This design comes from an exercise in tuning for small area on the open sky130 flow, not from production work.
In this exercise RTL edits were held to simulation tests only and were not proved equivalent to the original.
Power is estimated from default activity; no workload was simulated.

==> flow/design.v, too long to show whole: its modules and the start of the top module <==
// module mac_pe: 72 lines
// module pe_sum_r0: 262 lines
// module pe_sum_r1: 316 lines
// module pe_sum_r2: 318 lines
// module pe_sum_r3: 320 lines
// module psum_resolve: 15 lines
// module r4sel: 11 lines
// module r4s8: 10 lines
// module r4s9: 8 lines
// module andn: 7 lines
// module fa1: 10 lines
// module ha1: 9 lines
// module han: 9 lines
// module xnor2m: 7 lines
// module or2m: 7 lines
// module skew_line: 26 lines
// module systolic_array: 66 lines
// module self_test_ctrl: 37 lines
// module stw_systolic_top: 95 lines
module stw_systolic_top #(
    parameter int ROWS = sa_cfg_pkg::DEF_ROWS,
    parameter int COLS = sa_cfg_pkg::DEF_COLS
) (
    input  logic                                clk,
    input  logic                                rst,
    input  logic                                weight_load,
    input  logic [COLS*sa_cfg_pkg::DATA_W-1:0]  weight_in,
    input  logic                                act_valid,
    input  logic [ROWS*sa_cfg_pkg::DATA_W-1:0]  act_in,
    output logic                                psum_valid,
    output logic [COLS*sa_cfg_pkg::ACC_W-1:0]   psum_out,
    input  logic [ROWS*COLS*2-1:0]              fault_inject,
    input  logic                                st_req,
    output logic                                st_ack,
    output logic                                st_busy,
    output logic [ROWS*COLS-1:0]                fault_map
);
  // ...
==> flow/flow/run.sh <==
#!/bin/bash
set -euo pipefail
here=$(pwd)

# Standard synthesis, unchanged
bash standard.sh synth > "$here/synth.log" 2>&1

# Floorplan to final layout
bash standard.sh finish \
  REMOVE_ABC_BUFFERS=1 \
  "POST_FLOORPLAN_TCL=$here/flow/post_floorplan.tcl" \
  "BUFFER_PORTS_ARGS=-buffer_cell sky130_fd_sc_hd__buf_1" \
  "CTS_ARGS=-sink_clustering_enable -repair_clock_nets -dont_use_dummy_load -buf_list sky130_fd_sc_hd__clkbuf_8 -sink_clustering_size 16 -sink_clustering_max_diameter 80" \
  > "$here/layout.log" 2>&1
==> flow/flow/README.md <==
# Layout flow

`run.sh` runs bench's `standard.sh`:

1. `standard.sh synth`: the standard synthesis, unchanged.
2. `standard.sh finish` with these ORFS settings changed:
   - `REMOVE_ABC_BUFFERS=1`: floorplan removes the buffers that synthesis
     inserted, instead of keeping them through timing repair.
   - `POST_FLOORPLAN_TCL=post_floorplan.tcl`: after that, every cell is put at
     the smallest-area variant of its function. Later repair (placement,
     CTS, global route) sizes up only what slew, capacitance or timing needs.
   - `BUFFER_PORTS_ARGS=-buffer_cell sky130_fd_sc_hd__buf_1`: every input and
     output port still gets a buffer, a small one.
   - `CTS_ARGS=...`: clock tree of clkbuf_8 cells over clusters of up to 16
     flip-flops, without dummy loads.

The clock period, constraints, power grid and tap cells are the standard ones.
Each call's output goes to `synth.log` and `layout.log` in the work folder;
ORFS keeps its per-step logs under `orfs/logs`.
==> flow/flow/post_floorplan.tcl <==
# Hook run at the end of ORFS floorplan (POST_FLOORPLAN_TCL): after the
# synthesis buffers are removed, put every cell at the smallest-area variant of
# its function. Placement, CTS and global-route repair then size up only what
# slew, capacitance or timing needs.
set n_swapped 0
set saved 0.0
set best [dict create]
foreach lc [get_lib_cells sky130_fd_sc_hd__*] {
  set name [get_name $lc]
  if { ![regexp {^(sky130_fd_sc_hd__.*)_([0-9]+)$} $name -> base drive] } { continue }
  if { [get_property $lc dont_use] } { continue }
  set area [get_property $lc area]
  if { [dict exists $best $base] } {
    lassign [dict get $best $base] bname barea bdrive
    if { $area > $barea } { continue }
    if { $area == $barea && ($drive == 0 || ($bdrive != 0 && $drive > $bdrive)) } { continue }
  }
  dict set best $base [list $name $area $drive]
}
foreach inst [get_cells *] {
  set ref [get_property $inst ref_name]
  if { ![regexp {^(sky130_fd_sc_hd__.*)_([0-9]+)$} $ref -> base drive] } { continue }
  if { ![dict exists $best $base] } { continue }
  lassign [dict get $best $base] bname barea bdrive
  if { $bname eq $ref } { continue }
  set old [get_property [get_lib_cells */$ref] area]
  if { $barea >= $old } { continue }
  replace_cell $inst $bname
  incr n_swapped
  set saved [expr { $saved + $old - $barea }]
}
puts "post_floorplan: resized $n_swapped cells to their smallest variant, [format %.1f $saved] um2 less"
==> flow/standard.sh <==
#!/bin/bash
# synth_recipe.tcl (not shown) runs the flow's synth.tcl, then flattens the netlist and writes it again
# the make line also repeats each setting of config.mk as NAME=value (left out here)
make -C /OpenROAD-flow-scripts/flow DESIGN_CONFIG=/design/flow/config.mk WORK_HOME=/design/flow/orfs CLKGATE_MAP_FILE= SYNTH_SCRIPT=/design/flow/synth_recipe.tcl "${@:-finish}"
==> flow/config.mk <==
export PLATFORM = sky130hd
export DESIGN_NAME = stw_systolic_top
export DESIGN_NICKNAME = stw_systolic_top
export VERILOG_FILES = /design/flow/design.v
export SDC_FILE = /design/flow/constraint.sdc
export NUM_CORES = 4
export LEC_CHECK = 0
export CAP_MARGIN = 20
export CORE_MARGIN = 2
export CORE_UTILIZATION = 40
export PLACE_DENSITY = 0.45
export SLEW_MARGIN = 20
export SYNTH_HIERARCHICAL = 1
export SYNTH_MINIMUM_KEEP_SIZE = 0
==> flow/constraint.sdc <==
create_clock -name core_clock -period 9.0 [get_ports {clk}]
set_input_delay 1.8000 -clock core_clock [delete_from_list [all_inputs] [get_ports {clk}]]
set_output_delay 1.8000 -clock core_clock [all_outputs]
set_load 0.01 [all_outputs]
==> Implementation_results.wiki, run 1 <==
{| class="wikitable"
! Metric !! Value
|-
| Run status || complete, no violations
|-
| Power in sequential cells || 5.35 mW
|-
| Slowest stage cell on the critical path || edfxtp_1
|-
| Via density per instance || 5.64
|-
| Pwr per Cell Area || 219 nW/um^2
|-
| Chain of cells forming the critical path || ha_1, fa_1, fa_1, fa_1, fa_1, fa_1, fa_1, a222oi_1, fa_1, fa_1, fa_1, fa_1, fa_1, or2_1, fa_1, or2_1, fa_1, xnor2_1
|-
| Required arrival time at the worst endpoint || 9660 ps
|-
| Boundary Pins || 192
|-
| Instance area at placement || 46,300 um^2
|-
| Sequential cell area in the final layout || 17,100 um^2
|-
| Met3 WL post-DR || 6.83 mm
|-
| Multi-input combinational gate total || 2,213
|-
| Final cycle utilization of the critical path || 0.822
|-
| Hold worst-path end || u_in_skew.g_lane[2].g_sr.sr[9]
|-
| Leading cell category by total area || multi-input gates
|-
| Startpoint types || flop
|-
| Cell area after synthesis || 47,900 um^2
|-
| Share of final-layout standard cells stronger than drive strength 1 || 0.0409
|-
| Switching power as a share of total power || 0.340
|-
| Worst setup path startpoint || u_array.g_row[3].g_col[3].u_pe.weight[1]
|-
| Total via count after detailed routing || 28,300
|-
| Crit. End Element || flop
|-
| Initial cell density of the core || 0.405
|-
| Final-report hold violation count || 0
|-
| Global route hottest layer || met1
|-
| Final total negative setup slack || 0 ps
|-
| Die Span X || 350 um
|}
==> run 2, diff against run 1 <==
--- a/flow/config.mk
+++ b/flow/config.mk
@@ -6,9 +6,10 @@
 export NUM_CORES = 4
 export LEC_CHECK = 0
 export CAP_MARGIN = 20
+export CELL_PAD_IN_SITES_DETAIL_PLACEMENT = 1
+export CELL_PAD_IN_SITES_GLOBAL_PLACEMENT = 1
 export CORE_MARGIN = 2
 export CORE_UTILIZATION = 40
-export PLACE_DENSITY = 0.45
 export SLEW_MARGIN = 20
 export SYNTH_HIERARCHICAL = 1
 export SYNTH_MINIMUM_KEEP_SIZE = 0
==> run 2 against run 1 <==
Clock power hardly changed. Worst hold slack improved by 17 ps. Highest routed layer is now met5. First-iteration DRC count decreased by 19%. Die area unchanged. Power shrank 0.15%. Sequential share of layout area about the same. Final cell count unchanged. Wire length down 1.1%. Critical path depth stayed put. Worst setup slack got worse by 97 ps.
==> Implementation_results.wiki, run 2 <==
{| class="wikitable"
! Metric !! Value
|-
| Run status || complete, no violations
|-
| Boundary Pins || 192 (unchanged)
|-
| Leftover overflow at the end of global routing || 0
|-
| Via count of the first global-routing pass || 29,800
|-
| Count of fill cells added during filler insertion || 12,300
|-
| PostCTS Resize Cnt || 0
|-
| Number of nets in the finished design || 4,222
|-
| Via density per instance || 5.63 (about the same)
|-
| Clock latency at the later pin of the worst-skew pair || 720 ps
|-
| Min Tclk post-route || 7490 ps
|-
| Number of nets with antenna violations after detailed routing || 0
|-
| Sequential cell area in the final layout || 17,100 um^2 (unchanged)
|-
| Non-Filler Instances || 5,022
|-
| Startpoint types || flop
|-
| RD Place Congestion || 0.874
|-
| Tightest Pin Transition || 1130 ps
|-
| Setup repair bufs after CTS || 0
|-
| Highest net fanout along the worst path || 10
|-
| Crit. End Element || flop
|-
| Critical register-to-register path startpoint || u_array.g_row[3].g_col[3].u_pe.weight[1]
|-
| CTS tree || yes
|-
| Final-report hold violation count || 0 (unchanged)
|-
| Share of final-layout standard cells stronger than drive strength 1 || 0.0412 (+0.000292)
|-
| Maximum frequency from static timing analysis || 133 MHz
|-
| Relative max-transition margin || 0.242
|-
| Total power || 10.3 mW
|-
| Die Span X || 350 um (unchanged)
|-
| Multi-input logic area || 25,600 um^2
|-
| Total length of routed wires || 117 mm
|-
| Final total negative setup slack || 0 ps (unchanged)
|-
| Detailed Route Iter0 Violations || 3,786
|-
| Global-route wire length before repair || 182 mm
|-
| Type of the setup path with the least slack || flop to flop
|-
| Die area || 123,000 um^2
|-
| Most flop-heavy register || u_array.g_row.g_col.u_pe.bottom_psum_n
|-
| Initial antenna violation count || 3
|-
| Total clock buffers created by CTS || 71
|-
| Initial cell density of the core || 0.405 (unchanged)
|-
| Cell area after synthesis || 47,900 um^2 (unchanged)
|-
| Worst supply voltage drop on vdd || 0.0951 mV
|-
| Clock-pin slew of the registers on the worst-case setup and hold paths || 100 ps
|-
| Required arrival time at the worst endpoint || 9620 ps (-40 ps)
|-
| Count of mapped cells out of synthesis || 3,473
|-
| Y dimension of the die || 350 um
|-
| Length in cells of the worst reg-to-reg path || 18
|-
| Lkg Pwr || 14.7 nW
|-
| Hold crit path type || flop to flop
|-
| Number of port buffers || 191
|-
| Final cycle utilization of the critical path || 0.833 (+0.0107)
|-
| Hold Crit Start || u_out_deskew.g_lane[1].g_sr.sr[1]
|-
| Reg-to-reg endpoint || u_array.g_row[3].g_col[3].u_pe.bottom_psum_n[17]
|-
| Total Routing Usage GR || 0.191
|-
| Final Setup Violations || 0
|-
| TritonCTS Sinks || 791
|-
| Synth Warn # || 27
|-
| Dpl cells || 4,948
|-
| Clock Skews || 62.0 ps
|-
| Final Util || 0.399
|-
| Total via count after detailed routing || 28,300 (-0.085%)
|-
| Max-capacitance violation count || 0
|-
| Flip-flop count of the largest register, all copies and words added || 276
|-
| Max Buffers Root-to-Sink || 3
|-
| Highest-count cells in the layout ignoring fill and taps || dfxtp_1 (663), fa_1 (648), a222oi_1 (448)
|-
| Pwr per Cell Area || 219 nW/um^2 (-0.22%)
|-
| Most frequent standard cell in the layout excluding fill and tap cells || dfxtp_1
|-
| Number of remaining DRC errors || 0
|-
| Regs by FF count || u_array.g_row.g_col.u_pe.bottom_psum_n (276), u_out_deskew.g_lane.g_sr.sr (180), u_array.g_row.g_col.u_pe.weight (128)
|-
| Reg-to-reg setup timing slack || 1510 ps
|-
| Clock H-tree levels || 3
|-
| Mean cell area of the mapped netlist || 13.8 um^2
|-
| Maximum number of pins on one net before global-route repair || 133
|-
| Final slew viol count || 0
|-
| Half-perimeter wire length after placement || 92.2 mm
|-
| Min-Delay Path Depth || 0
|-
| Drt first pass iters || 14
|-
| Worst path arrival time || 8110 ps
|-
| Average detailed-routed wire length per instance || 23.4 um
|-
| Core box area || 118,000 um^2
|-
| Synth-to-Final Area Change || -1.35%
|-
| Hold worst-path end || u_out_deskew.g_lane[1].g_sr.sr[19]
|-
| Row Count || 126
|-
| Root Buffer || clkbuf_8
|-
| Unrepaired setup endpoints after global routing || false
|-
| # hold bufs at CTS || 0
|}
-- run 2: power by group --
group          leakage (nW)  total (mW)  internal [mW]  switching (mW)
sequential             6.82        5.33           4.67           0.661
clock                 0.510        1.85          0.705            1.15
combinational          7.35        3.16           1.48            1.68
total                  14.7        10.3           6.86            3.49
-- run 2: metrics by stage --
| step | area (um^2) | hold WS, ps | setup slack, ps |
|---|---|---|---|
| floorplan | 45000 | 310 | 1320 |
| global placement | 46200 | 310 | 1020 |
| detailed placement | 46300 | 313 | 956 |
| CTS | 47200 | 290 | 1500 |
| global route | 47300 | 292 | 1220 |
| finish | 47300 | 297 | 1510 |
-- run 2: worst max path at each step --
stage | startpoint | to | slack, ps
2_1_floorplan | fault_inject[8] | u_array.g_row[1].g_col[0].u_pe.bottom_cy_n | 1320
3_3_place_gp | fault_inject[28] | u_array.g_row[3].g_col[2].u_pe.bottom_psum_n[17] | 1020
3_5_place_dp | fault_inject[24] | u_array.g_row[3].g_col[0].u_pe.bottom_psum_n[17] | 960
4_1_cts | u_array.g_row[3].g_col[0].u_pe.weight[1] | u_array.g_row[3].g_col[0].u_pe.bottom_psum_n[17] | 1500
5_1_grt | u_array.g_row[3].g_col[3].u_pe.weight[1] | u_array.g_row[3].g_col[3].u_pe.bottom_psum_n[17] | 1220
6_report | u_array.g_row[3].g_col[3].u_pe.weight[1] | u_array.g_row[3].g_col[3].u_pe.bottom_psum_n[17] | 1510
-- run 2: cell type report --
cell class	instances	area share
clock buffers	71	0.0207
multi-input cells	2213	0.541
repair buffers	254	0.0260
diodes	3	0.000159
inverters	90	0.00715
well taps	1600	0.0424
flip-flops and latches	791	0.362
-- run 2: critical path: stages (launching register included) --
cell,delay [ps]
edfxtp_1,590
ha_1,300
fa_1,380
fa_1,380
fa_1,380
fa_1,400
fa_1,400
fa_1,560
a222oi_1,410
fa_1,500
fa_1,390
fa_1,390
fa_1,400
fa_1,460
or2_1,260
fa_1,400
or2_1,260
fa_1,400
xnor2_1,140
-- run 2: layer usage --
layer / up-vias / share of wire / global-route usage
li1: 12600 / - / -
met1: 14500 / 0.47 / 0.280
met2: 985 / 0.44 / 0.286
met3: 156 / 0.061 / 0.0301
met4: 4 / 0.031 / 0.0664
met5: - / 0.00026 / 0

## static timing again, ports no longer ideal
The flow's constraints put no driver on any port. The routed layouts listed below were extracted and timed again, unchanged, in two steps. Step 1 (the two cells are an assumption about what drives the block):
set clk [get_ports {clk}]
set_driving_cell -lib_cell sky130_fd_sc_hd__clkbuf_16 $clk
set_driving_cell -lib_cell sky130_fd_sc_hd__buf_2 [delete_from_list [all_inputs] $clk]
Step 2, shift: input delay + t, output delay - t, t = (earliest + latest rising clock arrival at the registers) / 2. This alone moves slack from input paths to output paths. Slacks: ideal ports / drivers / drivers and shift; pairs: ideal ports / drivers.
| run | t, ns | setup slack, ns | worst hold slack (ns) | worst register clock-pin slew, ns | worst slew at a driven data input, ns |
|---|---|---|---|---|---|
| run 1 | 0.780 | 1.602 / 1.602 / 0.931 | 0.279 / 0.279 / 0.279 | 0.10 / 0.10 | 0.07 |
| run 2 | 0.760 | 1.506 / 1.506 / 0.914 | 0.297 / 0.297 / 0.297 | 0.10 / 0.10 | 0.08 |
After both steps setup and hold are still met in every run listed. For run 1, which loses most, drivers alone change the setup slack by 0.000 ns; drivers and shift together by -0.671 ns.
